Context: an optimization exercise on an open-source flow, tuned for small area, a short achievable clock period and few clock cycles per item. The choices shown serve that exercise and are no tape-out recipe.
Only simulation tests tie the RTL to the original design; equivalence was not proved.
Power and IR drop assume default switching activity.

==> flow/design.v (excerpt) <==
module cycling_speed_cadence_packet_top (
    input  wire                                  i_clk,
    input  wire                                  i_rst_n,
    input  wire                                  i_in_valid,
    output logic                                 o_in_stall,
    input  wire  [7:0]                           i_data_byte,
    input  wire                                  i_last_byte,
    input  wire  [31:0]                          i_now_ms,
    output logic                                 o_out_valid,
    input  wire                                  i_out_stall,
    output logic [7:0]                           o_speed_kmh,
    output logic [15:0]                          o_cadence_rpm,
    output logic                                 o_zero_interval,
    input  wire                                  psel,
    input  wire                                  penable,
    input  wire                                  pwrite,
    input  wire  [2:0]                           paddr,
    input  wire  [31:0]                          pwdata,
    output logic [31:0]                          prdata,
    output logic                                 pready
);
export LEC_CHECK = 0
export CAP_MARGIN = 20
export CORE_MARGIN = 2
export CORE_UTILIZATION = 40
export CTS_BUF_LIST = sky130_fd_sc_hd__clkbuf_2 sky130_fd_sc_hd__clkbuf_4
export CTS_CLUSTER_SIZE = 20
export SLEW_MARGIN = 20
create_clock -name core_clock -period 10.0 [get_ports {i_clk}]
standard.sh (not shown) runs the stock make flow with config.mk's settings and CLKGATE_MAP_FILE= SYNTH_SCRIPT=/design/flow/synth_recipe.tcl, a recipe that flattens the netlist after the stock synthesis.
==> flow/flow/run.sh <==
#!/bin/bash
set -euo pipefail
bash standard.sh SETUP_SLACK_MARGIN=5.7 "BUFFER_PORTS_ARGS=-buffer_cell sky130_fd_sc_hd__buf_2" finish > standard_flow.log 2>&1
The starting point went through all stages and came out clean.
Testbench counts at the start, summed over its fixed seeds: cycles 18,016, items 1,600.
Change:
CTS_BUF_LIST = not set   (was sky130_fd_sc_hd__clkbuf_2 sky130_fd_sc_hd__clkbuf_4)
CTS_CLUSTER_SIZE = not set   (was 20)
What happened:
- The changed run reached the layout checks and failed them: capacitance limit, slew limit
- first-iteration DRC count decreases by a few percent
- wire length decreases slightly
- design area rises slightly
- cell count fell by a few percent
- count of clock-buffer cells in the layout fell by 93
- register-to-register slack improves by 0.13 ns
- die area stays the same
- flip-flop and latch count does not change
- worst setup slack is about the same
- total power grows by a few percent


cycling_speed_cadence_packet_top, a different RTL version from the one above (not shown whole).
For scale: ~2400 cells after synthesis, roughly 330 flip-flops, about 140 I/O pins, roughly 24000 µm² of cells after synthesis.
clock: 10.0 ns
lec_check: 0
cap_margin: 20
core_margin: 2
core_utilization: 40
cts_buf_list: sky130_fd_sc_hd__clkbuf_16
cts_cluster_diameter: 100
cts_cluster_size: 32
slew_margin: 20
Scripts as last shown in full above: flow/flow/run.sh
The first run finished clean.
Testbench counts at the start, summed over its fixed seeds: cycles 18,016, items 1,600.
Next try:
==> flow/flow/run.sh (replaced) <==
#!/bin/bash
set -euo pipefail
bash standard.sh SETUP_SLACK_MARGIN=5.62 "BUFFER_PORTS_ARGS=-buffer_cell sky130_fd_sc_hd__buf_2" finish > standard_flow.log 2>&1
Settings changed: CORE_UTILIZATION 40 to 55, CTS_BUF_LIST sky130_fd_sc_hd__clkbuf_16 to sky130_fd_sc_hd__clkbuf_8, CTS_CLUSTER_DIAMETER 100 to 60, CTS_CLUSTER_SIZE 32 to 16.
Effect: Sequential power hardly moves. Final cell count is lower by 4.8%. Critical path depth is unchanged. Die area goes down by 27%.


Setup of P:
cycling_speed_cadence_packet_top with an RTL version that a note above also has.
For scale: ~140 I/O pins, ~24,000 sq um of cells after synthesis.
Settings: LEC_CHECK=0, CAP_MARGIN=20, CORE_MARGIN=2, CORE_UTILIZATION=40, CTS_BUF_LIST=sky130_fd_sc_hd__clkbuf_4, SLEW_MARGIN=20; clock period 10.0 ns.
==> flow/flow/run.sh <==
#!/bin/bash
set -euo pipefail
bash standard.sh SETUP_SLACK_MARGIN=5.7 "BUFFER_PORTS_ARGS=-buffer_cell sky130_fd_sc_hd__buf_2" finish > standard_flow.log 2>&1
Testbench counts of P, summed over its fixed seeds: cycles 18,016, items 1,600.
For Q, these inputs were changed with respect to P:
Settings: CTS_BUF_LIST no longer set, was sky130_fd_sc_hd__clkbuf_4; SETUP_SLACK_MARGIN now 5, previously not set; CORE_UTILIZATION now 60, was 40.
==> flow/run.sh (new file) <==
#!/bin/bash
# synth_recipe.tcl (not shown) runs the flow's synth.tcl, then flattens the netlist and writes it again
# the make line also repeats each setting of config.mk as NAME=value (left out here)
make -C /OpenROAD-flow-scripts/flow DESIGN_CONFIG=/design/flow/config.mk WORK_HOME=/design/flow/orfs CLKGATE_MAP_FILE= SYNTH_SCRIPT=/design/flow/synth_recipe.tcl finish
removed: flow/flow/run.sh
removed: flow/standard.sh
--- outcome ---
- Diff Q..P | number of max-cap violations | unchanged
- Q vs P on tapcell count: Q is the lower one.
- Share of total power in combinational logic (Q over P): decrease, 1.7 points
- Row final period utilization: Q higher / P lower
- Re non-clock buffer contribution to total cell area: P and Q aren't equal, and the lower value belongs to P.
- P → Q: height of the chip lower, core utilization of the finished layout up 22 points, setup slack fell 510 ps, sequential share of layout area now larger.
- Going from P to Q, overall global routing resource usage saw an increase, standard-cell row count saw a decrease.
[inputs] R vs Q
Settings: a deleted SETUP_SLACK_MARGIN that had been 5; a change of CORE_UTILIZATION from 60 to 40; an added CTS_BUF_LIST of sky130_fd_sc_hd__clkbuf_4 sky130_fd_sc_hd__clkbuf_8.
==> flow/flow/run.sh (new file) <==
#!/bin/bash
set -euo pipefail
bash standard.sh SETUP_SLACK_MARGIN=5.7 "BUFFER_PORTS_ARGS=-buffer_cell sky130_fd_sc_hd__buf_2" finish > standard_flow.log 2>&1
==> flow/standard.sh (new file) <==
#!/bin/bash
# synth_recipe.tcl (not shown) runs the flow's synth.tcl, then flattens the netlist and writes it again
# the make line also repeats each setting of config.mk as NAME=value (left out here)
make -C /OpenROAD-flow-scripts/flow DESIGN_CONFIG=/design/flow/config.mk WORK_HOME=/design/flow/orfs CLKGATE_MAP_FILE= SYNTH_SCRIPT=/design/flow/synth_recipe.tcl "${@:-finish}"
removed: flow/run.sh
Findings:
R completed every stage of the flow, and the final layout passed the timing, design-rule and antenna checks. Taking Q as the reference, in R total chip power went up 0.046 mW; worst setup slack went up 510 ps; actual slew at the worst max-slew pin went down 72 ps. Comparing post-route non-filler standard cell count for R and Q, the smaller number came from Q.


RTL: one of the versions met above, not the one the previous note started from.
For scale: roughly 140 I/O pins, about 24000 sq um of cells after synthesis.
Design cycling_speed_cadence_packet_top, start of the top module:
module cycling_speed_cadence_packet_top (
    input  wire                                  i_clk,
    input  wire                                  i_rst_n,
    input  wire                                  i_in_valid,
    output logic                                 o_in_stall,
    input  wire  [7:0]                           i_data_byte,
    input  wire                                  i_last_byte,
    input  wire  [31:0]                          i_now_ms,
    output logic                                 o_out_valid,
    input  wire                                  i_out_stall,
    output logic [7:0]                           o_speed_kmh,
    output logic [15:0]                          o_cadence_rpm,
    output logic                                 o_zero_interval,
    input  wire                                  psel,
    input  wire                                  penable,
    input  wire                                  pwrite,
    input  wire  [2:0]                           paddr,
    input  wire  [31:0]                          pwdata,
    output logic [31:0]                          prdata,
    output logic                                 pready
);
    logic [11:0] r_circ;
    logic [16:0] r_k;            
    logic [3:0]  r_cnt;
    logic [1:0]  r_flags;
    logic [31:0] r_wheel;
    logic [15:0] r_crank;
    logic [31:0] r_prev_wheel;
    logic [15:0] r_prev_crank;
    logic [31:0] r_prev_time;
    logic [31:0] r_ndt;          
    logic [48:0] r_sp;           
    logic [49:0] r_cd;           
    logic        r_fast;         
    logic [3:0]  r_nw, r_nc;     
    logic        r_mul;          
    logic        r_acc;          
  ...
Settings: LEC_CHECK=0, CAP_MARGIN=20, CORE_MARGIN=2, CORE_UTILIZATION=40, CTS_BUF_LIST=sky130_fd_sc_hd__clkbuf_16, CTS_CLUSTER_DIAMETER=80, CTS_CLUSTER_SIZE=24, SLEW_MARGIN=20; clock period 10.0 ns.
==> flow/flow/run.sh <==
#!/bin/bash
set -euo pipefail
bash standard.sh SETUP_SLACK_MARGIN=5.7 "BUFFER_PORTS_ARGS=-buffer_cell sky130_fd_sc_hd__buf_2" finish > standard_flow.log 2>&1
The starting point finished clean.
Testbench counts at the start, summed over its fixed seeds: cycles 18,016, items 1,600.
Change:
--- a/flow/config.mk
+++ b/flow/config.mk
@@ -10,5 +10,5 @@
 export CORE_UTILIZATION = 40
-export CTS_BUF_LIST = sky130_fd_sc_hd__clkbuf_16
-export CTS_CLUSTER_DIAMETER = 80
-export CTS_CLUSTER_SIZE = 24
+export CTS_BUF_LIST = sky130_fd_sc_hd__clkbuf_8
+export CTS_CLUSTER_DIAMETER = 60
+export CTS_CLUSTER_SIZE = 16
 export SLEW_MARGIN = 20
Die area is unchanged. Routed wire length is about the same. Global-route usage is higher by 0.30 points. Worst hold slack barely changes. Clock skew is higher by 0.021 ns. Synthesized area is unchanged. Flip-flop and latch count does not change. Count of clock-buffer cells in the layout is higher by 12. Worst setup slack stays flat. Clock power is lower by about 4%. Via count is higher by 0.81%.
Change:
==> flow/flow/run.sh (replaced) <==
#!/bin/bash
set -euo pipefail
bash standard.sh SETUP_SLACK_MARGIN=5.62 "BUFFER_PORTS_ARGS=-buffer_cell sky130_fd_sc_hd__buf_2" finish > standard_flow.log 2>&1
Outcome:
- via count fell by 1.5%
- synthesized cell count is unchanged
- design area fell by 1.3%
- sequential cell count is unchanged
- power fell by 2.7%
- clock power fell by about 8%

[static timing again, ports no longer ideal]
No port has a modelled driver above. Below, the same layouts with a new extraction and two added sets of constraints.
Step 1 sets driving cells, clkbuf_16 on the clock port and buf_2 on the other inputs (assumed; they add their load-dependent delay and slew).
Step 2 times the ports against the registers' clock, not the clock port: input delays grow and output delays shrink by t, the midpoint of the rising clock arrivals with the driver on.
a / b / c = ideal / step 1 / step 2; a / b = the first two.
run	t, ns	setup slack, ns	worst setup path at the end	cell pins on the clock port's net
the first run of note 1	0.897	5.630 / 5.521 / 5.057	input to register	1
the second run of note 1	0.629	5.629 / 5.525 / 5.244	input to register	1
the first run of note 2	0.613	5.619 / 5.514 / 5.270	input to register	1
the second run of note 2	0.663	5.618 / 5.526 / 5.161	input to register	1
P	0.897	5.630 / 5.521 / 5.057	input to register	1
Q	0.617	5.119 / 5.099 / 4.620	input to register	1
R	0.735	5.630 / 5.525 / 5.189	input to register	1
the first run of note 4	0.638	5.631 / 5.526 / 5.182	input to register	1
the second run of note 4	0.679	5.633 / 5.524 / 5.192	input to register	1
the third run of note 4	0.681	5.622 / 5.529 / 5.110	input to register	1
